This is an optimization exercise on Yosys and OpenROAD, whose aim is small area and a short achievable clock period, not a production implementation.
Function was checked by simulation only, so behaviour that the tests miss may differ from the original.
Power figures rest on the tool's default switching activity, not on a simulated workload.

== build 96 ==
## cam_pixel_packer
module cam_pixel_packer #(
  parameter logic [31:0] BASE_ADDR   = 32'h0000_1000,
  parameter int          FRAME_BYTES = 4096,
  parameter int          BURST_LEN   = 16,
  parameter int          FIFO_DEPTH  = 64
) (
  input  logic        ACLK,
  input  logic        ARESET,
  input  logic        pix_valid,
  input  logic [7:0]  pix_data,
  input  logic        pix_sof,
  output logic        req_valid,
  input  logic        req_ready,
  output logic [31:0] req_addr,
  output logic [7:0]  req_len,
  output logic        dat_valid,
  input  logic        dat_ready,
  output logic [31:0] dat_data,
  output logic        dat_last,
  output logic        overflow,
  output logic        sync_err,
  output logic        frame_done
);
Size in the first run: about 92 I/O pins.
make LEC_CHECK=0 ABC_CLOCK_PERIOD_IN_PS=2500 CAP_MARGIN=20 CORE_MARGIN=2 CORE_UTILIZATION=55 CTS_BUF_LIST=sky130_fd_sc_hd__clkbuf_16 CTS_CLUSTER_DIAMETER=90 CTS_CLUSTER_SIZE=28 SETUP_SLACK_MARGIN=3.4 SLEW_MARGIN=20 finish   # period 5.5 ns
run.sh (not shown) runs the stock make flow with config.mk's settings and CLKGATE_MAP_FILE= SYNTH_SCRIPT=/design/flow/synth_recipe.tcl, a recipe that flattens the netlist after the stock synthesis.
What build 77 does differently from build 96 at the input level:
- CTS_CLUSTER_DIAMETER changed from 90 to 80
- SETUP_SLACK_MARGIN changed from 3.4 to 3.0
- CTS_CLUSTER_SIZE changed from 28 to 24
Build 77 finished end to end and its layout was clean on timing, DRC and antenna.
Delta (build 77 minus build 96): cell depth of the worst setup path increased 5, routed length on met2 decreased 5.3%, wire length per cell after detailed routing decreased 2.7%, clock buffer instance count of the final layout increased 17, area after synthesis essentially unchanged.
Register share of the cell area is lower on build 96
Going from build 96 to build 77, the number of post-CTS setup repair buffers was found to have gone down by 84%.
For the internal power, build 77 came in about 3% higher than build 96 did.
Compared with build 96, build 77 shows a higher required time reported for the critical path endpoint.
Compared with build 96, first-iteration DRC count in build 77 decreased by a little under 10%.
Edits applied to the flow inputs when going from build 77 to build 84:
- SETUP_SLACK_MARGIN: 3.0 -> 3.2
- CTS_CLUSTER_DIAMETER: 80 -> 90
- CTS_CLUSTER_SIZE: 24 -> 28
Notes after the runs:
Pin count of the biggest net entering global routing for build 84: about 37% down relative to build 77. Total setup buffers inserted after CTS for build 84: 260% up relative to build 77. Taking build 77 as the reference point, the total of clock buffers placed in the layout of build 84 falls by about 15%. Total placed cells including tap cells: build 84 vs build 77 — no meaningful difference.
For build 27, these inputs were changed with respect to build 84:
- a change of CTS_CLUSTER_DIAMETER from 90 to 80
- a change of CTS_CLUSTER_SIZE from 28 to 24
==> comparison <==
Build 84 finished every step from synthesis to the final layout, and the layout passed the timing, design-rule and antenna checks. Every stage of the flow completed for build 27, and the final layout passed the timing, design-rule and antenna checks. Looking at number of standard cells in the final layout excluding fillers, build 27 sits above build 84. Peak fanout along the critical path was lower in the run labelled build 27. Via density per instance essentially unchanged between build 27 and build 84. Minimum period implied by the final worst setup slack (higher): build 27. Comparing the two runs side by side, build 27 comes out behind build 84 on final instance area. Instance count after placement with tap cells included came out exactly the same in build 84 and build 27. Build 84 has a lower power than build 27. The buffer share of cell area was comparable across build 84 and build 27.

---

Setup of main:
Another version of the RTL of cam_pixel_packer (not shown whole).
Size: ~4200 cells after synthesis, ~0.081 mm² of cells after synthesis.
## cam_pixel_packer
module cam_pixel_packer #(
  parameter logic [31:0] BASE_ADDR   = 32'h0000_1000,
  parameter int          FRAME_BYTES = 4096,
  parameter int          BURST_LEN   = 16,
  parameter int          FIFO_DEPTH  = 64
) (
  input  logic        ACLK,
  input  logic        ARESET,
  input  logic        pix_valid,
  input  logic [7:0]  pix_data,
  input  logic        pix_sof,
  output logic        req_valid,
  input  logic        req_ready,
  output logic [31:0] req_addr,
  output logic [7:0]  req_len,
  output logic        dat_valid,
  input  logic        dat_ready,
  output logic [31:0] dat_data,
  output logic        dat_last,
  output logic        overflow,
  output logic        sync_err,
  output logic        frame_done
);
  logic [1:0]  phase_q;
  logic [23:0] part_q;
  logic [9:0]  fwords_q;
  logic [6:0]  count_q;
  logic [5:0]  wr_ptr_q;
  logic [63:0] we_q;         
  logic [7:0]  wbyte_q;
  logic [63:0] rsel_q;       
  logic [1:0]  blk_q;        
  logic [3:0]  bhi_q;        
  logic [31:0] head_q;
  logic        last_q;
  logic        dv_idle_q;    
  logic        req_valid_q, dat_valid_q, overflow_q, sync_err_q, frame_done_q;
  logic [31:0] mem_q [64];
  logic pv_sof, pv_dat, push, pop, full, drop, push_ok, sof_err, enter, last_pop, advance;
  logic [31:0] rd_word;
  logic [6:0]  cnt_inc, cnt_dec;
  logic        cnt_up, cnt_dn;
  assign pv_sof   = pix_valid & pix_sof;
  assign pv_dat   = pix_valid & ~pix_sof;
  ...
Settings: LEC_CHECK=0, ABC_CLOCK_PERIOD_IN_PS=2500, CAP_MARGIN=20, CORE_MARGIN=2, CORE_UTILIZATION=55, CTS_BUF_LIST=sky130_fd_sc_hd__clkbuf_16, CTS_CLUSTER_DIAMETER=90, CTS_CLUSTER_SIZE=28, SETUP_SLACK_MARGIN=3.1, SLEW_MARGIN=20; clock period 5.5 ns.
### main -> the feature branch
- a change of SETUP_SLACK_MARGIN from 3.1 to 3.2
==> comparison <==
The feature branch | stages: all done | timing, DRC, antenna: all pass. The lower finished layout cell area of main and the feature branch is in main. Part of the total power dissipated in the clock network came out higher on the feature branch than on main. Reported for main and the feature branch, synthesized cell count turned out identical to the last digit. Against main, the feature branch reports a post-route total power that is higher. On sequential standard cell area, main and the feature branch are neck and neck. The feature branch: setup slack lower than main. Summary of the comparison: post-route met1 wirelength is lower in the feature branch, relative to main.

---

zinc:
cam_pixel_packer with an RTL version that a note above also has.
Size: about 4200 cells after synthesis, about 92 I/O pins, ~82000 µm² of cells after synthesis.
clock: 5.5 ns
lec_check: 0
abc_clock_period_in_ps: 2500
cap_margin: 20
core_margin: 2
core_utilization: 72
cts_buf_list: sky130_fd_sc_hd__clkbuf_16
cts_cluster_diameter: 80
cts_cluster_size: 24
setup_slack_margin: 3.0
slew_margin: 20
[inputs] indigo vs zinc
# zinc
export LEC_CHECK = 0
export ABC_CLOCK_PERIOD_IN_PS = 2500
export CAP_MARGIN = 20
export CORE_MARGIN = 2
export CORE_UTILIZATION = 72
export CTS_BUF_LIST = sky130_fd_sc_hd__clkbuf_16
export CTS_CLUSTER_DIAMETER = 80
export CTS_CLUSTER_SIZE = 24
export SETUP_SLACK_MARGIN = 3.0
export SLEW_MARGIN = 20
create_clock -name core_clock -period 5.5 [get_ports {ACLK}]
# indigo
export LEC_CHECK = 0
export ABC_CLOCK_PERIOD_IN_PS = 2500
export CAP_MARGIN = 20
export CORE_MARGIN = 2
export CORE_UTILIZATION = 65
export CTS_BUF_LIST = sky130_fd_sc_hd__clkbuf_16
export CTS_CLUSTER_DIAMETER = 80
export CTS_CLUSTER_SIZE = 24
export SETUP_SLACK_MARGIN = 3.0
export SLEW_MARGIN = 20
create_clock -name core_clock -period 5.5 [get_ports {ACLK}]
### Flow results
Power attributed to combinational cells, indigo and zinc, higher one = indigo.
indigo vs. zinc: design internal power went up by 1.1%.
When the final numbers for indigo and zinc were put side by side, the sequential share of layout area turned out to be smaller in indigo.
Relative to zinc, indigo degrades clock skew.
Summary of indigo over zinc: net total in the final layout went up about 0.56%, largest net degree at the start of global routing went down about 36%, die span in y higher, endpoint required time on the critical path saw an increase, total number of tap cells has increased.
Initial antenna violation count on indigo is up relative to zinc.

re-timing with driven ports:
No port has a modelled driver above. Below, the same layouts with a new extraction and two added sets of constraints. Step 1 (the two cells are an assumption about what drives the block):
set clk [get_ports {ACLK}]
set_driving_cell -lib_cell sky130_fd_sc_hd__clkbuf_16 $clk
set_driving_cell -lib_cell sky130_fd_sc_hd__buf_2 [delete_from_list [all_inputs] $clk]
Step 2 moves the port delays by t, midway between the first and last clock arrival at a register: inputs arrive t later, outputs are due t later. That takes back most of the time a late clock gives input paths. Slacks: ideal ports / drivers / drivers and shift; pairs: ideal ports / drivers.
run	shift t [ns]	setup slack, ns	worst hold slack (ns)	worst setup path at the end	cell pins on the clock port's net
build 96	0.843	3.072 / 2.989 / 2.319	0.459 / 0.459 / 0.459	input to register	1
build 77	0.845	2.946 / 2.946 / 2.297	0.456 / 0.456 / 0.456	input to register	1
build 84	0.849	3.059 / 2.987 / 2.259	0.458 / 0.458 / 0.458	input to register	1
build 27	0.855	3.043 / 2.954 / 2.265	0.456 / 0.456 / 0.456	input to register	1
main	0.861	3.068 / 2.980 / 2.486	0.454 / 0.454 / 0.454	input to register	1
the feature branch	0.845	3.052 / 2.972 / 2.528	0.455 / 0.455 / 0.455	input to register	1
zinc	0.833	2.887 / 2.887 / 2.215	0.456 / 0.456 / 0.456	input to register	1
indigo	0.820	2.928 / 2.928 / 2.178	0.447 / 0.447 / 0.447	input to register	1
After both steps setup and hold are still met in every run listed. For build 84, which loses most, drivers alone change the setup slack by -0.072 ns; drivers and shift together by -0.800 ns.
